This is an optimization exercise on Yosys and OpenROAD, whose aim is small area, a short achievable clock period and few clock cycles per item, not a production implementation.
Power figures rest on the tool's default switching activity, not on a simulated workload.

==> flow/design.v <==
`timescale 1ns/1ps
`default_nettype none
module mcp_dec
(
    input  logic [5:0]  addr,
    input  logic        we,
    output logic [63:0] rsel,
    output logic [63:0] wen
);
    logic [7:0] lsel, hsel, hwe;
    always_comb begin
        for (int i = 0; i < 8; i++) begin
            lsel[i] = addr[2:0] == 3'(i);
            hsel[i] = addr[5:3] == 3'(i);
            hwe[i]  = hsel[i] & we;
        end
        for (int i = 0; i < 64; i++) begin
            rsel[i] = lsel[i % 8] & hsel[i / 8];
            wen[i]  = lsel[i % 8] & hwe[i / 8];
        end
    end
endmodule
module mcp_add16
(
    input  logic [15:0] a,
    input  logic [15:0] b,
    output logic [15:0] y
);
    assign y = a + b;
endmodule
module mcp_xsel
(
    input  logic [2:0]   wa,                
    input  logic [127:0] ab,                
    output logic [15:0]  x0,
    output logic [15:0]  x1
);
    logic [7:0]  d;
    logic [15:0] A [4];
    logic [15:0] B [4];
    always_comb begin
        for (int i = 0; i < 4; i++) begin
            A[i] = ab[16*i +: 16];
            B[i] = ab[64 + 16*i +: 16];
        end
        for (int k = 0; k < 8; k++) d[k] = wa == 3'(k);
        x0 = '0;
        x1 = '0;
        for (int k = 0; k < 8; k++) begin
            logic [15:0] c0, c1;
            if (k < 4) begin
                c0 = B[2*(k % 2) + (k / 2) % 2];
                c1 = B[2*(k % 2) + 1 - (k / 2) % 2];
            end else begin
                c0 = A[2*(k % 2) + (k / 2) % 2];
                c1 = A[2*(1 - k % 2) + (k / 2) % 2];
            end
            x0 = x0 | (c0 & {16{d[k]}});
            x1 = x1 | (c1 & {16{d[k]}});
        end
    end
endmodule
module mcp_top
(
    input  logic        clk,
    input  logic        rst,
    input  logic        start_req,
    output logic        start_ack,
    input  logic        host_we,
    input  logic [5:0]  host_addr,
    input  logic [15:0] host_wdata,
    output logic [15:0] host_rdata
);
    logic [15:0] mem [64];
    function automatic logic [15:0] csa_s(input logic [15:0] a, input logic [15:0] b,
                                          input logic [15:0] c);
        csa_s = a ^ b ^ c;
    endfunction
    function automatic logic [15:0] csa_c(input logic [15:0] a, input logic [15:0] b,
                                          input logic [15:0] c);
        logic [15:0] m;
        m = (a & b) | (a & c) | (b & c);
        csa_c = {m[14:0], 1'b0};
    endfunction
    logic [15:0] A [4];                     
    logic [15:0] B [4];                     
    logic [15:0] P [8];                     
    logic [15:0] csum [4];                  
    always_comb begin
        for (int i = 0; i < 4; i++) begin
            A[i] = mem[16 + i];
            B[i] = mem[20 + i];
        end
    end
    logic        job;
    logic [15:0] x [2];
    assign job = host_we & ~rst & (host_addr[5:3] == 3'b010);
    logic [127:0] ab;
    always_comb begin
        for (int i = 0; i < 4; i++) begin
            ab[16*i +: 16]      = A[i];
            ab[64 + 16*i +: 16] = B[i];
        end
    end
    mcp_xsel u_xsel (
        .wa (host_addr[2:0]),
        .ab (ab),
        .x0 (x[0]),
        .x1 (x[1])
    );
    logic [7:0] bneg, bone, btwo;
    always_comb begin
        for (int i = 0; i < 8; i++) begin
            logic lo;
            lo      = (i == 0) ? 1'b0 : host_wdata[2*i - 1];
            bneg[i] = host_wdata[2*i + 1];
            bone[i] = host_wdata[2*i] ^ lo;
            btwo[i] = (host_wdata[2*i + 1] & ~host_wdata[2*i] & ~lo)
                    | (~host_wdata[2*i + 1] & host_wdata[2*i] & lo);
        end
    end
    logic [15:0] s1 [2][6];
    logic [15:0] s1_q [2][6];
    logic [2:0]  job_w_q;
    logic        job_q;
    always_comb begin
        for (int m = 0; m < 2; m++) begin
            logic [15:0] row [8];
            for (int i = 0; i < 7; i++) begin
                logic [15:0] mg;
                mg = ({16{bone[i]}} & x[m]) | ({16{btwo[i]}} & {x[m][14:0], 1'b0});
                row[i] = (mg ^ {16{bneg[i]}}) << (2*i);
                if (i > 0) row[i][2*i - 2] = bneg[i - 1];
            end
            begin
                logic [1:0] m7;
                m7 = ({2{bone[7]}} & x[m][1:0]) | ({2{btwo[7]}} & {x[m][0], 1'b0});
                row[7] = '0;
                row[7][14] = m7[0];
                row[7][15] = m7[1] ^ (bneg[7] & m7[0]);
                row[7][12] = bneg[6];
            end
            s1[m][0] = csa_s(row[0], row[1], row[2]);
            s1[m][1] = csa_c(row[0], row[1], row[2]);
            s1[m][2] = csa_s(row[3], row[4], row[5]);
            s1[m][3] = csa_c(row[3], row[4], row[5]);
            s1[m][4] = row[6];
            s1[m][5] = row[7];
        end
    end
    always_ff @(posedge clk) begin
        job_q   <= job;
        job_w_q <= host_addr[2:0];
        for (int m = 0; m < 2; m++) begin
            for (int i = 0; i < 6; i++) s1_q[m][i] <= s1[m][i];
        end
    end
    logic [15:0] prod [2];
    logic [15:0] v0 [2];
    logic [15:0] v1 [2];
    mcp_add16 u_add0 (.a(v0[0]), .b(v1[0]), .y(prod[0]));
    mcp_add16 u_add1 (.a(v0[1]), .b(v1[1]), .y(prod[1]));
    always_comb begin
        for (int m = 0; m < 2; m++) begin
            logic [15:0] t0, t1, t2, t3, u0, u1;
            t0 = csa_s(s1_q[m][0], s1_q[m][1], s1_q[m][2]);
            t1 = csa_c(s1_q[m][0], s1_q[m][1], s1_q[m][2]);
            t2 = csa_s(s1_q[m][3], s1_q[m][4], s1_q[m][5]);
            t3 = csa_c(s1_q[m][3], s1_q[m][4], s1_q[m][5]);
            u0 = csa_s(t0, t1, t2);
            u1 = csa_c(t0, t1, t2);
            v0[m] = csa_s(u0, u1, t3);
            v1[m] = csa_c(u0, u1, t3);
        end
    end
    always_ff @(posedge clk) begin
        for (int r = 0; r < 2; r++) begin
            for (int k = 0; k < 2; k++) begin
                for (int c = 0; c < 2; c++) begin
                    if (job_q && (job_w_q[2] ? (job_w_q[1] == k[0] && job_w_q[0] == c[0])
                                             : (job_w_q[1] == r[0] && job_w_q[0] == k[0]))) begin
                        P[4*r + 2*k + c] <= prod[r ^ c];
                    end
                end
            end
        end
    end
    always_comb begin
        for (int r = 0; r < 2; r++) begin
            for (int c = 0; c < 2; c++) begin
                csum[2*r + c] = P[4*r + c] + P[4*r + 2 + c];
            end
        end
    end
    logic commit;
    always_ff @(posedge clk) begin
        if (rst) begin
            start_ack <= 1'b0;
            commit    <= 1'b0;
        end else begin
            start_ack <= start_req;
            commit    <= start_req & ~start_ack;
        end
    end
    logic [63:0]   rsel, wen;
    logic [1023:0] rval;
    logic [15:0]   rdata;
    mcp_dec u_dec (
        .addr (host_addr),
        .we   (host_we & ~rst),
        .rsel (rsel),
        .wen  (wen)
    );
    always_comb begin
        for (int i = 0; i < 64; i++) rval[16*i +: 16] = mem[i];
        for (int i = 0; i < 4; i++) begin
            if (commit) rval[16*(24 + i) +: 16] = csum[i];
        end
    end
    always_comb begin
        rdata = '0;
        for (int i = 0; i < 64; i++) rdata = rdata | (rval[16*i +: 16] & {16{rsel[i]}});
    end
    always_ff @(posedge clk) begin
        for (int i = 0; i < 64; i++) begin
            if (i >= 24 && i < 28 && commit) begin
                mem[i] <= csum[i - 24];
            end else if (wen[i]) begin
                mem[i] <= host_wdata;
            end
        end
        host_rdata <= rdata;
    end
endmodule
`default_nettype wire
Settings: LEC_CHECK=0, ABC_AREA=1, CAP_MARGIN=20, CORE_MARGIN=2, CORE_UTILIZATION=50, CTS_BUF_LIST=sky130_fd_sc_hd__clkbuf_8, PLACE_DENSITY=0.65, SETUP_SLACK_MARGIN=4.7, SLEW_MARGIN=20, SYNTH_HIERARCHICAL=1, SYNTH_MINIMUM_KEEP_SIZE=0, TNS_END_PERCENT=5; clock period 8.0 ns.
run.sh (not shown) runs the stock make flow with config.mk's settings and CLKGATE_MAP_FILE= SYNTH_SCRIPT=/design/flow/synth_recipe.tcl, a recipe that flattens the netlist after the stock synthesis.
==> next run, changes <==
--- a/flow/design.v
+++ b/flow/design.v
@@ -26,40 +26,8 @@
     input  logic [15:0] b,
     output logic [15:0] y
 );
     assign y = a + b;
-endmodule
-module mcp_xsel
-(
-    input  logic [2:0]   wa,                
-    input  logic [127:0] ab,                
-    output logic [15:0]  x0,
-    output logic [15:0]  x1
-);
-    logic [7:0]  d;
-    logic [15:0] A [4];
-    logic [15:0] B [4];
-    always_comb begin
-        for (int i = 0; i < 4; i++) begin
-            A[i] = ab[16*i +: 16];
-            B[i] = ab[64 + 16*i +: 16];
-        end
-        for (int k = 0; k < 8; k++) d[k] = wa == 3'(k);
-        x0 = '0;
-        x1 = '0;
-        for (int k = 0; k < 8; k++) begin
-            logic [15:0] c0, c1;
-            if (k < 4) begin
-                c0 = B[2*(k % 2) + (k / 2) % 2];
-                c1 = B[2*(k % 2) + 1 - (k / 2) % 2];
-            end else begin
-                c0 = A[2*(k % 2) + (k / 2) % 2];
-                c1 = A[2*(1 - k % 2) + (k / 2) % 2];
-            end
-            x0 = x0 | (c0 & {16{d[k]}});
-            x1 = x1 | (c1 & {16{d[k]}});
-        end
-    end
 endmodule
 module mcp_top
 (
     input  logic        clk,
@@ -94,21 +62,17 @@
     end
     logic        job;
     logic [15:0] x [2];
     assign job = host_we & ~rst & (host_addr[5:3] == 3'b010);
-    logic [127:0] ab;
     always_comb begin
-        for (int i = 0; i < 4; i++) begin
-            ab[16*i +: 16]      = A[i];
-            ab[64 + 16*i +: 16] = B[i];
+        for (int m = 0; m < 2; m++) begin
+            if (host_addr[2]) begin
+                x[m] = A[{host_addr[0] ^ m[0], host_addr[1]}];
+            end else begin
+                x[m] = B[{host_addr[0], host_addr[1] ^ m[0]}];
+            end
         end
     end
-    mcp_xsel u_xsel (
-        .wa (host_addr[2:0]),
-        .ab (ab),
-        .x0 (x[0]),
-        .x1 (x[1])
-    );
     logic [7:0] bneg, bone, btwo;
     always_comb begin
         for (int i = 0; i < 8; i++) begin
             logic lo;
Result:
- count of clock-buffer cells in the layout rises by 10
- maximum frequency shrinks by 1.4%
- utilization grows by 0.32 points
- flip-flop and latch count stays the same
- non-clock buffer count fell by 6
- setup slack gets worse by 0.054 ns
- total power shrinks by 4.2%
- cell area is higher by 0.71%
- cell count rises by about 4%
- routed wire length rose by 2.8%
- clock skew increases by 0.034 ns
Function was not checked in any run of this note: the RTL went through the layout flow alone.

[port drivers added, routing unchanged]
The results above use ideal ports. As a check the final layouts listed here were re-extracted and re-timed, cells and wires unchanged. Step 1 assumes that a clkbuf_16 drives the clock port and a buf_2 every other input. Step 2 moves the port delays by t, midway between the first and last clock arrival at a register: inputs arrive t later, outputs are due t later. That takes back most of the time a late clock gives input paths. a / b / c = no drivers / after step 1 / after step 2; a / b = the first two.
| run | shift t [ns] | setup WS [ns] | worst data-port slew with drivers (ns) |
|---|---|---|---|
| the first run | 1.014 | 4.212 / 3.959 / 2.946 | 0.38 |
| the second run | 1.024 | 4.157 / 4.205 / 3.181 | 0.11 |
After both steps every run listed still meets setup and hold. For the first run, which loses most, drivers alone change the setup slack by -0.253 ns; drivers and shift together by -1.266 ns.
